This is an optimization exercise on Yosys and OpenROAD, whose aim is a short achievable clock period and few clock cycles per item, not a production implementation. Only simulation tests tie the RTL to the original design; equivalence was not proved. Power and IR drop assume default switching activity.

## flow/run.sh

```bash
#!/bin/bash
# Standard layout, with timing repair aiming well below the clock period.
set -euo pipefail
export SETUP_SLACK_MARGIN=7.8
bash standard.sh > standard_flow.log 2>&1
```

## design.v

```verilog
package ncgr_pkg;
  localparam int WINDOW_POSITIONS = 36;
  localparam int LABEL_BITS       = 20;
  localparam int CNT_W            = 6;
  localparam int KCNT_W           = 7;
  localparam int CFG_DATA_W       = 20;
  localparam int CFG_INDEX_W      = 3;
  localparam int RATE_W           = 24;
  localparam int OUT_RATE_W       = 32;
  localparam int DVD_W            = 49;
  localparam logic [CFG_INDEX_W-1:0] REG_GROUP_A  = 3'd0;
  localparam logic [CFG_INDEX_W-1:0] REG_GROUP_B  = 3'd1;
  localparam logic [CFG_INDEX_W-1:0] REG_R_LIMIT  = 3'd2;
  localparam logic [CFG_INDEX_W-1:0] REG_K_LIMIT  = 3'd3;
  localparam logic [CFG_INDEX_W-1:0] REG_ALPHA    = 3'd4;
  localparam logic [CFG_INDEX_W-1:0] REG_BETA     = 3'd5;
  localparam logic [CFG_INDEX_W-1:0] REG_CAP_R    = 3'd6;
  localparam logic [CFG_INDEX_W-1:0] REG_CAP_K    = 3'd7;
  localparam logic [1:0] TYPE_R  = 2'd1;
  localparam logic [1:0] TYPE_K  = 2'd2;
  localparam logic [1:0] STAGE_K = 2'd2;
  typedef enum logic [3:0] {
    ST_IDLE,
    ST_SCAN,
    ST_UPD,
    ST_MUL0,
    ST_CROWD,
    ST_MULLO,
    ST_MULHI,
    ST_DIV,
    ST_SUM,
    ST_FIN
  } state_t;
endpackage
import ncgr_pkg::*;
module neighborhood_crowding_growth_rate_unit (
  input  logic                   clk,
  input  logic                   rst,
  input  logic                   cfg_we,
  input  logic [2:0]             cfg_index,
  input  logic [19:0]            cfg_data,
  input  logic                   item_valid,
  output logic                   item_ready,
  input  logic [19:0]            item_density_code,
  input  logic [19:0]            item_occupant_label,
  input  logic [1:0]             item_position_stage,
  input  logic [1:0]             item_center_type,
  input  logic signed [23:0]     item_inherent_rate,
  input  logic                   item_last_position,
  output logic                   result_valid,
  input  logic                   result_ready,
  output logic signed [31:0]     result_adjusted_rate,
  output logic [5:0]             result_r_neighbors,
  output logic [6:0]             result_k_neighbors,
  output logic [6:0]             result_total_neighbors
);
  localparam int NW      = WINDOW_POSITIONS;
  localparam int FDEPTH  = 8;             
  localparam int FAW     = 3;
  localparam int CAP     = FDEPTH;        
  localparam int QSTAGES = 16;            
  logic [19:0] group_a;
  logic [19:0] group_b;
  logic [14:0] r_limit;
  logic [14:0] k_limit;
  logic [15:0] alpha;
  logic [15:0] beta;
  logic [15:0] cap_r;
  logic [15:0] cap_k;
  always_ff @(posedge clk) begin
    if (rst) begin
      group_a <= '0;
      group_b <= '0;
      r_limit <= '0;
      k_limit <= '0;
      alpha   <= '0;
      beta    <= '0;
      cap_r   <= 16'd256;
      cap_k   <= 16'd256;
    end else if (cfg_we) begin
      unique case (cfg_index)
        REG_GROUP_A: group_a <= cfg_data[19:0];
        REG_GROUP_B: group_b <= cfg_data[19:0];
        REG_R_LIMIT: r_limit <= cfg_data[14:0];
        REG_K_LIMIT: k_limit <= cfg_data[14:0];
        REG_ALPHA:   alpha   <= cfg_data[15:0];
        REG_BETA:    beta    <= cfg_data[15:0];
        REG_CAP_R:   cap_r   <= cfg_data[15:0];
        REG_CAP_K:   cap_k   <= cfg_data[15:0];
        default: ;
      endcase
    end
  end
  logic [19:0] ga_d;
  logic [20:0] top_d;
  localparam int DGROUPS = 4;             
  logic [15:0] cr_q, ck_q;
  logic [17:0] alpha3, beta3;
  logic [15:0] dcr1 [DGROUPS];
  logic [17:0] dcr3 [DGROUPS];
  logic [15:0] dck1 [DGROUPS];
  logic [17:0] dck3 [DGROUPS];
  always_ff @(posedge clk) begin
    ga_d    <= group_a;
    top_d   <= {1'b0, group_a} + {2'b0, group_b[19:1]};
    cr_q    <= (cap_r == '0) ? 16'd1 : cap_r;
    ck_q    <= (cap_k == '0) ? 16'd1 : cap_k;
    alpha3  <= {2'b0, alpha} + {1'b0, alpha, 1'b0};
    beta3   <= {2'b0, beta} + {1'b0, beta, 1'b0};
    dcr1[0] <= cr_q;
    dcr3[0] <= {2'b0, cr_q} + {1'b0, cr_q, 1'b0};
    dck1[0] <= ck_q;
    dck3[0] <= {2'b0, ck_q} + {1'b0, ck_q, 1'b0};
    for (int g = 1; g < DGROUPS; g++) begin
      dcr1[g] <= dcr1[g-1];
      dcr3[g] <= dcr3[g-1];
      dck1[g] <= dck1[g-1];
      dck3[g] <= dck3[g-1];
    end
  end
  logic        ready_q;
  logic        s0_v;
  logic [19:0] s0_dens;
  logic [19:0] s0_lab;
  logic [1:0]  s0_stage;
  logic [1:0]  s0_ctype;
  logic [23:0] s0_rate;
  logic        s0_last;
  always_ff @(posedge clk) begin
    s0_v     <= !rst && item_valid && ready_q;
    s0_dens  <= item_density_code;
    s0_lab   <= item_occupant_label;
    s0_stage <= item_position_stage;
    s0_ctype <= item_center_type;
    s0_rate  <= item_inherent_rate;
    s0_last  <= item_last_position;
  end
  assign item_ready = ready_q;
  logic [LABEL_BITS-1:0] r_mem [NW];
  logic [LABEL_BITS-1:0] k_mem [NW];
  logic [NW-1:0]         r_th;       
  logic [NW-1:0]         k_th;
  logic [NW-1:0]         eq_r, eq_k;
  logic        a_sel;
  logic        b_v, b_sel, b_nz, b_s2, b_last, b_mr, b_mk, b_eqp;
  logic [19:0] b_lab;
  logic [1:0]  b_ctype;
  logic [23:0] b_rate;
  logic        p_v, p_last, p_sel;
  assign a_sel = (s0_dens != '0 && s0_dens <= ga_d[19:1]) ||
                 (s0_dens > ga_d && {1'b0, s0_dens} <= top_d);
  for (genvar j = 0; j < NW; j++) begin : g_cmp
    assign eq_r[j] = r_th[j] && r_mem[j] == s0_lab;
    assign eq_k[j] = k_th[j] && k_mem[j] == s0_lab;
  end
  always_ff @(posedge clk) begin
    b_v     <= !rst && s0_v;
    b_lab   <= s0_lab;
    b_sel   <= a_sel;
    b_nz    <= s0_lab != '0;
    b_s2    <= s0_stage == STAGE_K;
    b_last  <= s0_last;
    b_ctype <= s0_ctype;
    b_rate  <= s0_rate;
    b_mr    <= |eq_r;
    b_mk    <= |eq_k;
    b_eqp   <= s0_lab == b_lab;
    p_v     <= !rst && b_v;
    p_last  <= b_last;
    p_sel   <= b_sel;
  end
  logic          b_hit, b_new;
  logic          inc_r, inc_k, inc_s;
  logic [5:0]    r_cnt, k_cnt, s2_cnt;
  logic [5:0]    r_cnt_n, k_cnt_n, s2_cnt_n;
  logic [NW-1:0] r_slot, k_slot;
  assign b_hit = (p_v && p_last) ? 1'b0 :
                 ((b_sel ? b_mr : b_mk) || (b_eqp && p_v && p_sel == b_sel));
  assign b_new = b_v && b_nz && !b_hit;
  assign inc_r = b_new && b_sel && !r_th[NW-1];
  assign inc_k = b_new && !b_sel && !k_th[NW-1];
  assign inc_s = b_v && b_s2 && s2_cnt != 6'(NW);
  assign r_cnt_n  = r_cnt + 6'(inc_r);
  assign k_cnt_n  = k_cnt + 6'(inc_k);
  assign s2_cnt_n = s2_cnt + 6'(inc_s);
  assign r_slot = ~r_th & {r_th[NW-2:0], 1'b1};
  assign k_slot = ~k_th & {k_th[NW-2:0], 1'b1};
  always_ff @(posedge clk) begin
    if (rst || (b_v && b_last)) begin
      r_th   <= '0;
      k_th   <= '0;
      r_cnt  <= '0;
      k_cnt  <= '0;
      s2_cnt <= '0;
    end else begin
      if (inc_r) r_th <= {r_th[NW-2:0], 1'b1};
      if (inc_k) k_th <= {k_th[NW-2:0], 1'b1};
      r_cnt  <= r_cnt_n;
      k_cnt  <= k_cnt_n;
      s2_cnt <= s2_cnt_n;
    end
  end
  for (genvar j = 0; j < NW; j++) begin : g_wr
    always_ff @(posedge clk) begin
      if (b_sel && r_slot[j])  r_mem[j] <= b_lab;
      if (!b_sel && k_slot[j]) k_mem[j] <= b_lab;
    end
  end
  logic        w1_v;
  logic [5:0]  w1_r, w1_k, w1_s;
  logic [1:0]  w1_ctype;
  logic [23:0] w1_rate;
  always_ff @(posedge clk) begin
    w1_v     <= !rst && b_v && b_last;
    w1_r     <= r_cnt_n;
    w1_k     <= k_cnt_n;
    w1_s     <= s2_cnt_n;
    w1_ctype <= b_ctype;
    w1_rate  <= b_rate;
  end
  logic        w1_use_r;
  logic [6:0]  w1_kc;
  assign w1_use_r = w1_ctype == TYPE_R;
  assign w1_kc    = {1'b0, w1_k} + {1'b0, w1_s};
  logic [23:0] w1_abs;
  ncgr_ks_add #(24) u_abs (.a(w1_rate ^ {24{w1_rate[23]}}), .b(24'd0), .ci(w1_rate[23]),
                           .s(w1_abs), .co());
  logic        w2_v, w2_use_r, w2_elig;
  logic [5:0]  w2_rc;
  logic [6:0]  w2_kc, w2_n, w2_mb;
  logic [15:0] w2_ma;
  logic [17:0] w2_ma3;
  logic [14:0] w2_lim;
  logic [23:0] w2_rate, w2_arate;
  always_ff @(posedge clk) begin
    w2_v     <= !rst && w1_v;
    w2_use_r <= w1_use_r;
    w2_elig  <= w1_ctype == TYPE_R || w1_ctype == TYPE_K;
    w2_rc    <= w1_r;
    w2_kc    <= w1_kc;
    w2_n     <= {1'b0, w1_r} + {1'b0, w1_k} + {1'b0, w1_s};
    w2_mb    <= w1_use_r ? w1_kc : {1'b0, w1_r};
    w2_ma    <= w1_use_r ? alpha : beta;
    w2_ma3   <= w1_use_r ? alpha3 : beta3;
    w2_lim   <= w1_use_r ? r_limit : k_limit;
    w2_rate  <= w1_rate;
    w2_arate <= w1_abs;
  end
  logic [36:0]    ring [CAP];
  logic [FAW-1:0] ring_wp, ring_rp;
  always_ff @(posedge clk) begin
    if (rst) ring_wp <= '0;
    else if (w2_v) ring_wp <= ring_wp + 1'b1;
    if (w2_v) ring[ring_wp] <= {w2_rc, w2_kc, w2_rate};
  end
  logic        w3_v, w3_use_r, w3_crowd;
  logic [19:0] w3_pa;
  logic [18:0] w3_pb;
  logic [17:0] w2_d0, w2_d1, w2_d2, w2_d3;
  function automatic logic [17:0] dig(input logic [1:0] d, input logic [15:0] m,
                                      input logic [17:0] m3);
    unique case (d)
      2'd0: dig = '0;
      2'd1: dig = {2'b0, m};
      2'd2: dig = {1'b0, m, 1'b0};
      default: dig = m3;
    endcase
  endfunction
  assign w2_d0 = dig(w2_mb[1:0], w2_ma, w2_ma3);
  assign w2_d1 = dig(w2_mb[3:2], w2_ma, w2_ma3);
  assign w2_d2 = dig(w2_mb[5:4], w2_ma, w2_ma3);
  assign w2_d3 = w2_mb[6] ? {2'b0, w2_ma} : 18'd0;
  logic [19:0] w2_pa;
  logic [18:0] w2_pb;
  ncgr_ks_add #(20) u_pa (.a({2'b0, w2_d0}), .b({w2_d1, 2'b0}), .ci(1'b0), .s(w2_pa), .co());
  ncgr_ks_add #(19) u_pb (.a({1'b0, w2_d2}), .b({w2_d3[16:0], 2'b0}), .ci(1'b0), .s(w2_pb),
                          .co());
  logic [22:0] w3_nl;
  logic [23:0] w3_arate;
  always_ff @(posedge clk) begin
    w3_v     <= !rst && w2_v;
    w3_use_r <= w2_use_r;
    w3_crowd <= w2_elig && {w2_n, 8'b0} >= w2_lim;
    w3_pa    <= w2_pa;
    w3_pb    <= w2_pb;
    w3_nl    <= 23'({w2_n, 8'b0}) - 23'(w2_lim);
    w3_arate <= w2_arate;
  end
  logic [22:0] w3_c;
  logic [25:0] w3_arate3;
  ncgr_csa_add #(23) u_c (.a(w3_nl), .b(23'(w3_pa)), .c(23'({w3_pb, 4'b0})), .s(w3_c));
  ncgr_ks_add #(26) u_a3 (.a({2'b0, w3_arate}), .b({1'b0, w3_arate, 1'b0}), .ci(1'b0),
                          .s(w3_arate3), .co());
  logic        w4_v, w4_use_r, w4_crowd;
  logic [22:0] w4_c;
  logic [23:0] w4_arate;
  logic [25:0] w4_arate3;
  always_ff @(posedge clk) begin
    w4_v     <= !rst && w3_v;
    w4_use_r <= w3_use_r;
    w4_crowd <= w3_crowd;
    w4_c     <= w3_c;
    w4_arate <= w3_arate;
    w4_arate3 <= w3_arate3;
  end
  function automatic logic [25:0] rdig(input logic [1:0] d, input logic [23:0] m,
                                       input logic [25:0] m3);
    unique case (d)
      2'd0: rdig = '0;
      2'd1: rdig = {2'b0, m};
      2'd2: rdig = {1'b0, m, 1'b0};
      default: rdig = m3;
    endcase
  endfunction
  logic [27:0] w4_pp [6];
  for (genvar i = 0; i < 6; i++) begin : g_pp
    ncgr_ks_add #(28) u_pp (
      .a ({2'b0, rdig(2'({1'b0, w4_c} >> (4 * i)), w4_arate, w4_arate3)}),
      .b ({rdig(2'({1'b0, w4_c} >> (4 * i + 2)), w4_arate, w4_arate3), 2'b0}),
      .ci(1'b0), .s(w4_pp[i]), .co());
  end
  logic        w5_v, w5_use_r, w5_crowd;
  logic [27:0] w5_pp [6];
  always_ff @(posedge clk) begin
    w5_v     <= !rst && w4_v;
    w5_use_r <= w4_use_r;
    w5_crowd <= w4_crowd;
    for (int i = 0; i < 6; i++)
      w5_pp[i] <= w4_pp[i];
  end
  logic [35:0] w5_g0, w5_g1;
  ncgr_csa_add #(36) u_g0 (.a(36'(w5_pp[0])), .b({4'b0, w5_pp[1], 4'b0}), .c({w5_pp[2], 8'b0}),
                           .s(w5_g0));
  ncgr_csa_add #(36) u_g1 (.a(36'(w5_pp[3])), .b({4'b0, w5_pp[4], 4'b0}), .c({w5_pp[5], 8'b0}),
                           .s(w5_g1));
  logic        w6_v, w6_use_r, w6_crowd;
  logic [35:0] w6_g0, w6_g1;
  always_ff @(posedge clk) begin
    w6_v     <= !rst && w5_v;
    w6_use_r <= w5_use_r;
    w6_crowd <= w5_crowd;
    w6_g0    <= w5_g0;
    w6_g1    <= w5_g1;
  end
  logic [33:0] w6_ahi;
  ncgr_ks_add #(34) u_a (.a({10'b0, w6_g0[35:12]}), .b(w6_g1[33:0]), .ci(1'b0), .s(w6_ahi),
                         .co());
  logic        w7_v, w7_use_r, w7_crowd;
  logic [45:0] w7_a;
  always_ff @(posedge clk) begin
    w7_v     <= !rst && w6_v;
    w7_use_r <= w6_use_r;
    w7_crowd <= w6_crowd;
    w7_a     <= {w6_ahi, w6_g0[11:0]};
  end
  logic        w7_big;
  assign w7_big = w7_use_r ? {1'b0, w7_a[45:31]} >= cr_q
                           : {1'b0, w7_a[45:31]} >= ck_q;
  logic        dv_v    [QSTAGES+1];
  logic        dv_use_r[QSTAGES+1];
  logic        dv_crowd[QSTAGES+1];
  logic        dv_big  [QSTAGES+1];
  logic [15:0] dv_rem  [QSTAGES+1];
  logic [31:0] dv_dq   [QSTAGES+1];    
  always_ff @(posedge clk) begin
    dv_v[0]     <= !rst && w7_v;
    dv_use_r[0] <= w7_use_r;
    dv_crowd[0] <= w7_crowd;
    dv_big[0]   <= w7_big;
    dv_rem[0]   <= w7_big ? 16'd0 : {1'b0, w7_a[45:31]};
    dv_dq[0]    <= {w7_a[30:0], 1'b0};
  end
  for (genvar i = 0; i < QSTAGES; i++) begin : g_div
    logic [17:0] r4;
    logic [18:0] tr1, tr2, tr3, tk1, tk2, tk3;
    logic [1:0]  qr, qk;
    logic [15:0] rnr, rnk;
    assign r4  = {dv_rem[i], dv_dq[i][31:30]};
    ncgr_ks_add #(19) u_r1 (.a({1'b0, r4}), .b(~{3'b0, dcr1[i/4]}), .ci(1'b1), .s(tr1), .co());
    ncgr_ks_add #(19) u_r2 (.a({1'b0, r4}), .b(~{2'b0, dcr1[i/4], 1'b0}), .ci(1'b1), .s(tr2),
                            .co());
    ncgr_ks_add #(19) u_r3 (.a({1'b0, r4}), .b(~{1'b0, dcr3[i/4]}), .ci(1'b1), .s(tr3), .co());
    ncgr_ks_add #(19) u_k1 (.a({1'b0, r4}), .b(~{3'b0, dck1[i/4]}), .ci(1'b1), .s(tk1), .co());
    ncgr_ks_add #(19) u_k2 (.a({1'b0, r4}), .b(~{2'b0, dck1[i/4], 1'b0}), .ci(1'b1), .s(tk2),
                            .co());
    ncgr_ks_add #(19) u_k3 (.a({1'b0, r4}), .b(~{1'b0, dck3[i/4]}), .ci(1'b1), .s(tk3), .co());
    always_comb begin
      if (!tr3[18])      begin qr = 2'd3; rnr = tr3[15:0]; end
      else if (!tr2[18]) begin qr = 2'd2; rnr = tr2[15:0]; end
      else if (!tr1[18]) begin qr = 2'd1; rnr = tr1[15:0]; end
      else               begin qr = 2'd0; rnr = r4[15:0];  end
      if (!tk3[18])      begin qk = 2'd3; rnk = tk3[15:0]; end
      else if (!tk2[18]) begin qk = 2'd2; rnk = tk2[15:0]; end
      else if (!tk1[18]) begin qk = 2'd1; rnk = tk1[15:0]; end
      else               begin qk = 2'd0; rnk = r4[15:0];  end
    end
    always_ff @(posedge clk) begin
      dv_v[i+1]     <= !rst && dv_v[i];
      dv_use_r[i+1] <= dv_use_r[i];
      dv_crowd[i+1] <= dv_crowd[i];
      dv_big[i+1]   <= dv_big[i];
      dv_rem[i+1]   <= dv_use_r[i] ? rnr : rnk;
      dv_dq[i+1]    <= {dv_dq[i][29:0], dv_use_r[i] ? qr : qk};
    end
  end
  logic        f0_v, f0_crowd, f0_big;
  logic [31:0] f0_q;
  logic [5:0]  f0_rc;
  logic [6:0]  f0_kc;
  logic [23:0] f0_rate;
  always_ff @(posedge clk) begin
    if (rst) ring_rp <= '0;
    else if (dv_v[QSTAGES-1]) ring_rp <= ring_rp + 1'b1;
    {f0_rc, f0_kc, f0_rate} <= ring[ring_rp];
  end
  assign f0_v     = dv_v[QSTAGES];
  assign f0_crowd = dv_crowd[QSTAGES];
  assign f0_big   = dv_big[QSTAGES];
  assign f0_q     = dv_dq[QSTAGES];
  logic        f1_v, f1_crowd, f1_big, f1_neg, f1_c;
  logic [16:0] f1_lo, f1_hi0, f1_hi1;
  logic [5:0]  f1_rc;
  logic [6:0]  f1_kc, f1_n;
  logic [23:0] f1_rate;
  logic [33:0] fq_a, fq_b;
  logic [17:0] fq_lo;
  assign fq_a  = {{10{f0_rate[23]}}, f0_rate};
  assign fq_b  = f0_rate[23] ? {2'b0, f0_q} : ~{2'b0, f0_q};
  logic [16:0] fq_hi0, fq_hi1;
  ncgr_ks_add #(17) u_lo (.a(fq_a[16:0]), .b(fq_b[16:0]), .ci(!f0_rate[23]), .s(fq_lo[16:0]),
                          .co(fq_lo[17]));
  ncgr_ks_add #(17) u_h0 (.a(fq_a[33:17]), .b(fq_b[33:17]), .ci(1'b0), .s(fq_hi0), .co());
  ncgr_ks_add #(17) u_h1 (.a(fq_a[33:17]), .b(fq_b[33:17]), .ci(1'b1), .s(fq_hi1), .co());
  always_ff @(posedge clk) begin
    f1_v     <= !rst && f0_v;
    f1_crowd <= f0_crowd;
    f1_big   <= f0_big;
    f1_neg   <= f0_rate[23];
    f1_lo    <= fq_lo[16:0];
    f1_c     <= fq_lo[17];
    f1_hi0   <= fq_hi0;
    f1_hi1   <= fq_hi1;
    f1_rc    <= f0_rc;
    f1_kc    <= f0_kc;
    f1_n     <= {1'b0, f0_rc} + f0_kc;
    f1_rate  <= f0_rate;
  end
  logic        f2_v;
  logic [51:0] f2_data;
  logic [31:0] f1_res;
  logic [33:0] f1_wide;
  assign f1_wide = {f1_c ? f1_hi1 : f1_hi0, f1_lo};
  always_comb begin
    if (!f1_crowd)
      f1_res = {{8{f1_rate[23]}}, f1_rate};
    else if (f1_big || f1_wide[33:31] != {3{f1_wide[33]}})
      f1_res = f1_neg ? 32'h7fff_ffff : 32'h8000_0000;
    else
      f1_res = f1_wide[31:0];
  end
  always_ff @(posedge clk) begin
    f2_v    <= !rst && f1_v;
    f2_data <= {f1_res, f1_rc, f1_kc, f1_n};
  end
  logic [51:0]    fm [FDEPTH];
  logic [FAW-1:0] f_rd, f_wr;
  logic [FAW:0]   f_cnt;
  logic           out_valid;
  logic [51:0]    out_data;
  logic           pop;
  logic [51:0]    cand_stay, cand_next;
  logic [4:0]     owed;
  assign pop       = out_valid && result_ready;
  assign cand_stay = (f_cnt == '0) ? f2_data : fm[f_rd];
  assign cand_next = (f_cnt == (FAW+1)'(1)) ? f2_data : fm[FAW'(f_rd + 1'b1)];
  always_ff @(posedge clk) begin
    if (rst) begin
      out_valid <= 1'b0;
      f_rd      <= '0;
      f_wr      <= '0;
      f_cnt     <= '0;
    end else begin
      out_valid <= f_cnt + (FAW+1)'(f2_v) - (FAW+1)'(pop) != '0;
      if (pop)  f_rd <= f_rd + 1'b1;
      if (f2_v) f_wr <= f_wr + 1'b1;
      f_cnt <= f_cnt + (FAW+1)'(f2_v) - (FAW+1)'(pop);
    end
  end
  always_ff @(posedge clk) begin
    out_data <= pop ? cand_next : cand_stay;
    if (f2_v) fm[f_wr] <= f2_data;
  end
  always_ff @(posedge clk) begin
    if (rst) begin
      owed    <= '0;
      ready_q <= 1'b0;
    end else begin
      owed    <= owed + 5'(s0_v && s0_last) - 5'(pop);
      ready_q <= 6'(owed) + 6'(s0_v && s0_last) <= 6'(CAP - 2);
    end
  end
  assign result_valid           = out_valid;
  assign result_adjusted_rate   = out_data[51:20];
  assign result_r_neighbors     = out_data[19:14];
  assign result_k_neighbors     = out_data[13:7];
  assign result_total_neighbors = out_data[6:0];
endmodule
module ncgr_ks_add #(
  parameter int W = 8
) (
  input  logic [W-1:0] a,
  input  logic [W-1:0] b,
  input  logic         ci,
  output logic [W-1:0] s,
  output logic         co
);
  localparam int L = (W <= 2) ? 1 : (W <= 4) ? 2 : (W <= 8) ? 3 : (W <= 16) ? 4 : (W <= 32) ? 5 : 6;
  logic [(L+1)*W-1:0] g;
  logic [(L+1)*W-1:0] p;
  logic [W:0]         c;
  assign g[W-1:0] = a & b;
  assign p[W-1:0] = a ^ b;
  for (genvar l = 0; l < L; l++) begin : g_lvl
    for (genvar i = 0; i < W; i++) begin : g_bit
      if (i >= (1 << l)) begin : g_op
        assign g[(l+1)*W + i] = g[l*W + i] | (p[l*W + i] & g[l*W + i - (1 << l)]);
        assign p[(l+1)*W + i] = p[l*W + i] & p[l*W + i - (1 << l)];
      end else begin : g_pass
        assign g[(l+1)*W + i] = g[l*W + i];
        assign p[(l+1)*W + i] = p[l*W + i];
      end
    end
  end
  assign c[0] = ci;
  for (genvar i = 0; i < W; i++) begin : g_carry
    assign c[i+1] = g[L*W + i] | (p[L*W + i] & ci);
  end
  assign s  = p[W-1:0] ^ c[W-1:0];
  assign co = c[W];
endmodule
module ncgr_csa_add #(
  parameter int W = 8
) (
  input  logic [W-1:0] a,
  input  logic [W-1:0] b,
  input  logic [W-1:0] c,
  output logic [W-1:0] s
);
  logic [W-1:0] x, y;
  assign x = a ^ b ^ c;
  assign y = (a & b) | (a & c) | (b & c);
  ncgr_ks_add #(W) u_add (.a(x), .b({y[W-2:0], 1'b0}), .ci(1'b0), .s(s), .co());
endmodule
```

## standard.sh

```bash
#!/bin/bash
# synth_recipe.tcl (not shown) runs the flow's synth.tcl, then flattens the netlist and writes it again
# the make line also repeats each setting of config.mk as NAME=value (left out here)
make -C /OpenROAD-flow-scripts/flow DESIGN_CONFIG=/design/flow/config.mk WORK_HOME=/design/flow/orfs CLKGATE_MAP_FILE= SYNTH_SCRIPT=/design/flow/synth_recipe.tcl "${@:-finish}"
```

## constraint.sdc

```tcl
create_clock -name core_clock -period 11.0 [get_ports {clk}]
set_input_delay 2.2000 -clock core_clock [delete_from_list [all_inputs] [get_ports {clk}]]
set_output_delay 2.2000 -clock core_clock [all_outputs]
set_load 0.01 [all_outputs]
```

## config.mk

```make
export PLATFORM = sky130hd
export DESIGN_NAME = neighborhood_crowding_growth_rate_unit
export DESIGN_NICKNAME = neighborhood_crowding_growth_rate_unit
export VERILOG_FILES = /design/flow/design.v
export SDC_FILE = /design/flow/constraint.sdc
export NUM_CORES = 4
export LEC_CHECK = 0
export ABC_CLOCK_PERIOD_IN_PS = 3000
export CAP_MARGIN = 20
export CORE_MARGIN = 2
export CORE_UTILIZATION = 48
export PLACE_DENSITY = 0.6
export SLEW_MARGIN = 20
```

==> summary.txt <==
CTS buffer count - 478
Full die area - 518000 µm²
Largest net degree at the start of global routing - 73
WL met1 - 351000 µm
CP endpoint kind - flip-flop
Top FF cell, synth - dfxtp_1
Slew Limit Fails - 0
Max Cap Viol - 0
Cell count of the worst reg-to-reg path - 17
R2R setup slack - 6910 ps
WS Path Type - flip-flop to flip-flop
Start of the worst register-to-register path - w4_c[16]
Top-level port count - 151
Via count - 193000
Setup TNS - 0 ps
Final period utilization - 37.2%
Worst slew pin tran - 1300 ps
Sequential area share after synthesis - 46.3%
Initial core utilization - 48.2%
Vias/cell - 6.11
Port-buffer cells - 150
DRC viols - 0
Startpoint types - flip-flop
Post-synth top area cell - edfxtp_1
Clock tree buffer depth - 4
Later-pin clock latency in the skew report - 1100 ps
Top routing layer used - met5
Yosys reg bits - 4612
Final count of hold timing violations - 0
Core area - 509000 µm²
WL/cell - 27.5 µm
Detailed Place HPWL - 531000 µm
Slew margin rel. - 12.4%
Leak - 115 nW
P&R area growth vs syn - 25.3%
Num Clock Sinks - 4612
Root buf cell - clkbuf_16
Post-synthesis cell count - 22300
Post-route ant nets - 0
Ys Warns - 28
First-pass GRT wire length - 1230000 µm
Setup violators final - 0
Die X - 720 µm
Post-synthesis net count - 24700
Rows - 262
Gp weighted congestion - 0.975
Final WL - 867000 µm
Top cell type's share of synthesized area - 26.3%
CTS H-tree depth - 5
Vias in the first global route - 184000
Initial antenna violation count - 102
Worst min path class - flip-flop to flip-flop
Iter 0 DRT Violations - 18500
Peak VDD IR - 0.292 mV
EDFF count, synth - 2152
Hold Path Depth - 0
GRT overflow - 0
Post-synth design cell area - 246000 µm²
Min-delay src - dcr3[1][7]
WL met2 - 385000 µm
Req. time, crit path - 11960 ps
Metal3 WL - 66400 µm
Clk_skew - 114 ps
Fmax - 245 MHz
Area contributors post-synth - edfxtp_1, dfxtp_1, ha_1, xnor2_1, xor2_1
Synth unique cells - 97
Syn avg cell area - 11.0 µm²
RSZ-0062 raised after global routing - true
Total design power - 0.0897 W
Status - timing/DRC/antenna clean
Final #Nets - 26500
WHS Endpoint - dcr3[2][7]
Share of post-route cells with drive strength above 1 - 25.1%
PwrDens - 291 nW/µm²
CTS clk-pin slew, worst paths - 70 ps
Drt first pass iters - 6
Ys async rst share - 0%
Fin util - 60.4%
Die Height - 720 µm
CTS tree - yes
WP data arrival - 5050 ps
Final min period - 4090 ps
CP Max Fanout - 7
Worst r2r dst - w5_pp[4][26]
Overall Global Routing Usage - 31.7%
==> per-layer routing <==
metal  GRT usage, %  vias up
met5              0        -
met4           19.0        6
met3           4.48     2478
met2           49.4     8615
met1           41.9    94900
li1               -    86600
==> logic make-up (layout without fill, tap and decap cells) <==
| family | count (synthesis) | after routing | synth area share, % |
|---|---|---|---|
| AO/OA/AOI/OAI | 5073 | 5105 | 13.8 |
| AND/OR/NAND/NOR | 4945 | 4962 | 9.97 |
| flip-flops | 4612 | 4612 | 46.3 |
| XOR/XNOR | 2805 | 2805 | 10.0 |
| adder cells (fa/ha/maj) | 2263 | 2263 | 11.8 |
| buffers and inverters | 1603 | 3800 | 2.47 |
| multiplexers | 992 | 992 | 5.70 |
| other | 0 | 244 | 0 |
==> timing repair <==
item                       in CTS  in global routing
pin swaps                    1071                908
gates resized for setup      3044               1146
setup endpoints to repair     692                583
hold buffers                    0                  0
buffers inserted             1074                423
cloned                        138                 23
hold endpoints to repair        0                  0
==> layout make-up <==
type                    count  area (µm²)
well taps                6732        8420
repair buffers           2134       22800
clock inverters           250        2950
flip-flops and latches   4612      115000
fillers                 40700      202000
diodes                    244         611
inverters                 756        3320
clock buffers             660       13600
multi-input cells       16100      142000
==> per-stage QoR <==
step	hold slack, ps	instance area, µm²	cells	setup slack, ps
after floorplan	310	247000	22300	7160
after global placement	310	257000	28700	6330
after global routing	303	308000	31500	6830
after detailed placement	312	257000	28700	6280
after CTS	285	298000	30800	7040
final	294	308000	31500	6910
==> registers in the layout, indices dropped and copies added (netlist names), 72 cells and up, named ones only <==
register  cells
dv_dq       528
dck3         72
fm          416
dv_rem      255
w5_pp       166
ring        296
dcr3         72
r_mem       720
k_mem       720
==> synth_stat cells, types with 42 or more instances <==
cell type,number
buf_1,112
o21a_1,347
a211o_1,88
nand3_1,326
nor2_1,1175
o21bai_1,97
clkbuf_1,692
xnor2_1,1802
or3_1,172
o211ai_1,223
a21oi_1,1416
mux2_2,433
or2_2,87
nor3b_1,91
o221ai_1,48
a31oi_1,174
a21boi_0,59
inv_1,749
o22ai_1,62
and3_1,106
o31ai_1,71
nor3_1,477
a221oi_1,103
dfxtp_1,2460
nand2b_1,221
xor2_1,1003
mux4_2,282
a311oi_1,45
nand2_1,1131
a21o_1,453
nor4_1,285
and2_1,161
a211oi_1,270
ha_1,2177
a22o_1,303
edfxtp_1,2152
nand4_1,329
mux2i_1,277
o31a_1,42
nor2b_1,276
o21ai_0,817
fa_1,86
==> critical path: stages, from the launching register on <==
cell,delay (ps)
dfxtp_4,350
buf_12,140
nor2b_4,130
buf_6,140
a22o_1,250
ha_2,200
fa_2,390
a211oi_4,260
o21ai_2,90
a311o_1,300
and2_4,170
a221oi_4,340
o211ai_1,140
a31oi_1,310
nor2_1,90
o21a_1,200
o41a_1,330
xnor2_1,130
==> layout by cell type, fill, tap and decap left out, types with 371 or more instances in the layout <==
cell type  count
a21o_1       449
a21oi_1     1086
buf_4       1262
buf_6        371
clkbuf_16    503
dfxtp_1     2116
edfxtp_1    2152
ha_1        1896
inv_1        603
mux2_2       404
nand2_1     1093
nor2_1      1059
nor3_1       406
o21ai_0      490
xnor2_1     1778
xor2_1       993
==> report_power, final <==
| part | internal [W] | switching [W] |
|---|---|---|
| clock network | 0.00965 | 0.00724 |
| registers | 0.0205 | 0.00349 |
| logic | 0.0229 | 0.0259 |
==> worst max-delay path by stage <==
stage | slack, ps | from | endpoint
2_1_floorplan | 7160 | result_ready | out_valid
3_3_place_gp | 6330 | s0_lab[5] | b_mr
3_5_place_dp | 6280 | dck3[1][2] | dv_rem[6][0]
4_1_cts | 7040 | w4_c[16] | w5_pp[4][26]
5_1_grt | 6830 | w4_c[16] | w5_pp[4][26]
6_report | 6910 | w4_c[16] | w5_pp[4][26]
Testbench counts, summed over its fixed seeds: cycles 24,329, positions 24,091.

re-timing with driven ports:
In the flow no input, the clock included, has a driving cell. The finished layout below was timed again as built, in two steps.
Step 1: set_driving_cell puts a clkbuf_16 on clk and a buf_2 on each other input, an assumption about the parent block.
Step 2 adds t to the input delays and takes it off the output delays; t is the mean of the earliest and latest rising clock arrival at the registers after step 1. Input paths then give back, and output paths get back, about the clock's delay inside the block.
a / b / c = no drivers / after step 1 / after step 2; a / b = the first two.
t, ns: 1.168
setup slack, ns: 6.912 / 6.912 / 6.775
latest minus earliest clock arrival (ns): 0.122 / 0.122
cell pins on the clock port's net: 1
After both steps this run still meets setup and hold. The setup slack of this run moves by 0.000 ns with the drivers and by -0.137 ns with both steps.
